This is an optimization exercise on Yosys and OpenROAD, whose aim is a short achievable clock period and few clock cycles per item, not a production implementation.
Only simulation tests tie the RTL to the original design; equivalence was not proved.
The clock input has no modelled driver; a real chip could not lean on it and would need a root buffer or a full tree.
No activity file was given, so power comes from the tool's default toggle rates.

==> 11-12: inputs <==
## cpuTop
module cpuTop (
    input  logic Clock,
    input  logic rstN,
    input  logic start,
    input  cpuPkg::wordT memData,
    output cpuPkg::wordT memAddr,
    output logic memRead,
    output logic done,
    output cpuPkg::wordT outPort
);
==> flow/config.mk <==
export PLATFORM = sky130hd
export DESIGN_NAME = cpuTop
export DESIGN_NICKNAME = cpuTop
export VERILOG_FILES = /design/flow/design.v
export SDC_FILE = /design/flow/constraint.sdc
export NUM_CORES = 4
export LEC_CHECK = 0
export ABC_CLOCK_PERIOD_IN_PS = 2000
export CAP_MARGIN = 20
export CORE_MARGIN = 2
export CORE_UTILIZATION = 40
export SETUP_SLACK_MARGIN = 5
export SLEW_MARGIN = 20
==> flow/constraint.sdc <==
create_clock -name core_clock -period 7.5 [get_ports {Clock}]
set_input_delay 1.5000 -clock core_clock [delete_from_list [all_inputs] [get_ports {Clock}]]
set_output_delay 1.5000 -clock core_clock [all_outputs]
set_load 0.01 [all_outputs]
standard.sh (not shown) runs the stock make flow with config.mk's settings and CLKGATE_MAP_FILE= SYNTH_SCRIPT=/design/flow/synth_recipe.tcl, a recipe that flattens the netlist after the stock synthesis.
==> flow/flow/run.sh <==
#!/bin/bash
# Standard layout, except that the clock tree is built by flow/cts_custom.tcl
# (a two-level tree of clkbuf_16: four roots on the clock port, leaves of about
# 24 flip-flops each), hooked in before ORFS's CTS step.
set -euo pipefail
here=$(pwd)
export PRE_CTS_TCL="$here/flow/cts_custom.tcl"
export CTREE_ROOTS=4
export CTREE_SINKS=24
bash standard.sh finish > "$here/standard_flow.log" 2>&1
==> flow/flow/cts_custom.tcl <==
# Custom clock tree for this design: the clock port feeds a few root buffers,
# which feed (optionally a middle level and then) leaf buffers placed at
# k-means cluster centres of the flip-flops. Replaces clock_tree_synthesis.

proc ctree_env {name default} {
  if {[info exists ::env($name)] && $::env($name) ne ""} { return $::env($name) }
  return $default
}

# points: list of {x y}; returns {assign centres}
proc ctree_kmeans {points k} {
  set n [llength $points]
  set sorted [lsort -integer -index 0 $points]
  set cx {}; set cy {}
  for {set i 0} {$i < $k} {incr i} {
    set s [lindex $sorted [expr {int(($i + 0.5) * $n / $k)}]]
    lappend cx [lindex $s 0]; lappend cy [lindex $s 1]
  }
  for {set iter 0} {$iter < 40} {incr iter} {
    set assign {}
    set sx [lrepeat $k 0.0]; set sy [lrepeat $k 0.0]; set cnt [lrepeat $k 0]
    foreach p $points {
      set x [lindex $p 0]; set y [lindex $p 1]
      set best 0; set bd 1e30
      for {set c 0} {$c < $k} {incr c} {
        set d [expr {abs($x - [lindex $cx $c]) + abs($y - [lindex $cy $c])}]
        if {$d < $bd} { set bd $d; set best $c }
      }
      lappend assign $best
      lset sx $best [expr {[lindex $sx $best] + $x}]
      lset sy $best [expr {[lindex $sy $best] + $y}]
      lset cnt $best [expr {[lindex $cnt $best] + 1}]
    }
    for {set c 0} {$c < $k} {incr c} {
      if {[lindex $cnt $c] > 0} {
        lset cx $c [expr {int([lindex $sx $c] / [lindex $cnt $c])}]
        lset cy $c [expr {int([lindex $sy $c] / [lindex $cnt $c])}]
      }
    }
  }
  set centres {}
  for {set c 0} {$c < $k} {incr c} {
    if {[lindex $cnt $c] > 0} { lappend centres [list [lindex $cx $c] [lindex $cy $c]] } else { lappend centres {} }
  }
  puts "  cluster sizes: $cnt"
  return [list $assign $centres]
}

proc ctree_buffer {name x y innet} {
  set block [ord::get_db_block]
  set master [[ord::get_db] findMaster [ctree_env CTREE_CELL sky130_fd_sc_hd__clkbuf_16]]
  set inst [odb::dbInst_create $block $master $name]
  $inst setLocation $x $y
  $inst setPlacementStatus PLACED
  [$inst findITerm A] connect $innet
  set net [odb::dbNet_create $block "${name}_net"]
  $net setSigType CLOCK
  [$inst findITerm X] connect $net
  return $net
}

# recursive bisection of items {id x y} into k groups of near equal size,
# each split across the longer side of the group's bounding box
proc ctree_bisect {items k} {
  if {$k <= 1} { return [list $items] }
  set xs {}; set ys {}
  foreach it $items { lappend xs [lindex $it 1]; lappend ys [lindex $it 2] }
  set xs [lsort -integer $xs]; set ys [lsort -integer $ys]
  set w [expr {[lindex $xs end] - [lindex $xs 0]}]
  set h [expr {[lindex $ys end] - [lindex $ys 0]}]
  set idx [expr {$w >= $h ? 1 : 2}]
  set sorted [lsort -integer -index $idx $items]
  set k1 [expr {$k / 2}]
  set k2 [expr {$k - $k1}]
  set n [llength $sorted]
  set cut [expr {int(round(double($n) * $k1 / $k))}]
  return [concat [ctree_bisect [lrange $sorted 0 [expr {$cut - 1}]] $k1] \
                 [ctree_bisect [lrange $sorted $cut end] $k2]]
}

proc ctree_centre {items} {
  set sx 0.0; set sy 0.0
  foreach it $items { set sx [expr {$sx + [lindex $it 1]}]; set sy [expr {$sy + [lindex $it 2]}] }
  set n [llength $items]
  return [list [expr {int($sx / $n)}] [expr {int($sy / $n)}]]
}

proc custom_clock_tree {} {
  set nroots  [ctree_env CTREE_ROOTS 4]
  set persink [ctree_env CTREE_SINKS 24]
  set block [ord::get_db_block]
  set clknet [$block findNet Clock]
  $clknet setSigType CLOCK

  set items {}
  foreach it [$clknet getITerms] {
    set bb [[$it getInst] getBBox]
    set x [expr {([$bb xMin] + [$bb xMax]) / 2}]
    set y [expr {([$bb yMin] + [$bb yMax]) / 2}]
    lappend items [list $it $x $y]
  }
  set n [llength $items]
  set perroot [expr {int(ceil(double($n) / $nroots / $persink))}]
  puts "custom clock tree: $n sinks, $nroots roots, $perroot leaves per root"

  set r 0
  set l 0
  foreach group [ctree_bisect $items $nroots] {
    lassign [ctree_centre $group] gx gy
    set leaves [ctree_bisect $group $perroot]
    # root sits at the centre of its leaves
    set lc {}
    foreach leaf $leaves { lappend lc [concat [list x] [ctree_centre $leaf]] }
    lassign [ctree_centre $lc] rx ry
    set rootNet [ctree_buffer "ctree_root_$r" $rx $ry $clknet]
    foreach leaf $leaves {
      lassign [ctree_centre $leaf] lx ly
      set leafNet [ctree_buffer "ctree_leaf_$l" $lx $ly $rootNet]
      foreach it $leaf {
        set iterm [lindex $it 0]
        $iterm disconnect
        $iterm connect $leafNet
      }
      incr l
    }
    incr r
  }
}

rename clock_tree_synthesis __orig_clock_tree_synthesis
proc clock_tree_synthesis {args} {
  custom_clock_tree
  set_propagated_clock [all_clocks]
}
==> 02-04: changes against 11-12 <==
==> flow/run.sh (new file) <==
#!/bin/bash
# synth_recipe.tcl (not shown) runs the flow's synth.tcl, then flattens the netlist and writes it again
# the make line also repeats each setting of config.mk as NAME=value (left out here)
make -C /OpenROAD-flow-scripts/flow DESIGN_CONFIG=/design/flow/config.mk WORK_HOME=/design/flow/orfs CLKGATE_MAP_FILE= SYNTH_SCRIPT=/design/flow/synth_recipe.tcl finish
removed: flow/flow/run.sh
removed: flow/flow/cts_custom.tcl
removed: flow/standard.sh
==> summary.txt <==
* Via count of the routed design: 42200
* Non-Filler Cell Area, Final: a little under 0.05 mm2
* Pwr top: registers
* Result of the run: timing/DRC/antenna clean
- For this run, the share of the core covered by cells in the final layout is 0.469.
That was 11-12.
==> summary.txt <==
* Result of the run: timing/DRC/antenna clean
- Diodes inserted: 4
- In this run, placement finished with an instance count of roughly 5700.
- Cells taking the most area after synthesis: sky130_fd_sc_hd__dfrtp_1 (37%), sky130_fd_sc_hd__a21oi_1 (6.6%), sky130_fd_sc_hd__a22oi_1 (6.6%)
- Clock-cell share of area: 0.0591
* Biggest area consumer among synthesized cells: sky130_fd_sc_hd__dfrtp_1
- Wires add up to ~210 mm.
* Pwr top: combinational logic
* Met2 wire len: roughly 83 mm
- Via count of the routed design: between 40000 and 50000
That was 02-04.
Testbench counts of 11-12, summed over its fixed seeds: cycles 24,000, instructions 12,000.
Testbench counts of 02-04, summed over its fixed seeds: cycles 24,000, instructions 12,000.
The clock cells of 11-12 come from the design's own scripts or RTL, not from TritonCTS.

-- static timing again, ports no longer ideal --
How much do the figures lean on ideal ports? The routed layouts below were timed once more, with nothing changed but the port constraints.
Step 1 assumes that a clkbuf_16 drives the clock port and a buf_2 every other input.
Step 2 moves the port delays by t, midway between the first and last clock arrival at a register: inputs arrive t later, outputs are due t later. That takes back most of the time a late clock gives input paths.
Slacks: no drivers / after step 1 / after step 2; pairs: no drivers / after step 1.
run	t, ns	setup WS [ns]	worst hold slack (ns)	worst setup path at the end	clock arrival spread, ns
11-12	0.591	4.836 / 4.688 / 4.608	0.452 / 0.452 / 0.452	input to register	0.052 / 0.051
02-04	0.758	4.610 / 4.538 / 4.360	0.446 / 0.446 / 0.446	input to register	0.026 / 0.026
After both steps every run listed still meets setup and hold. For 02-04, which loses most, drivers alone change the setup slack by -0.072 ns; drivers and shift together by -0.250 ns.
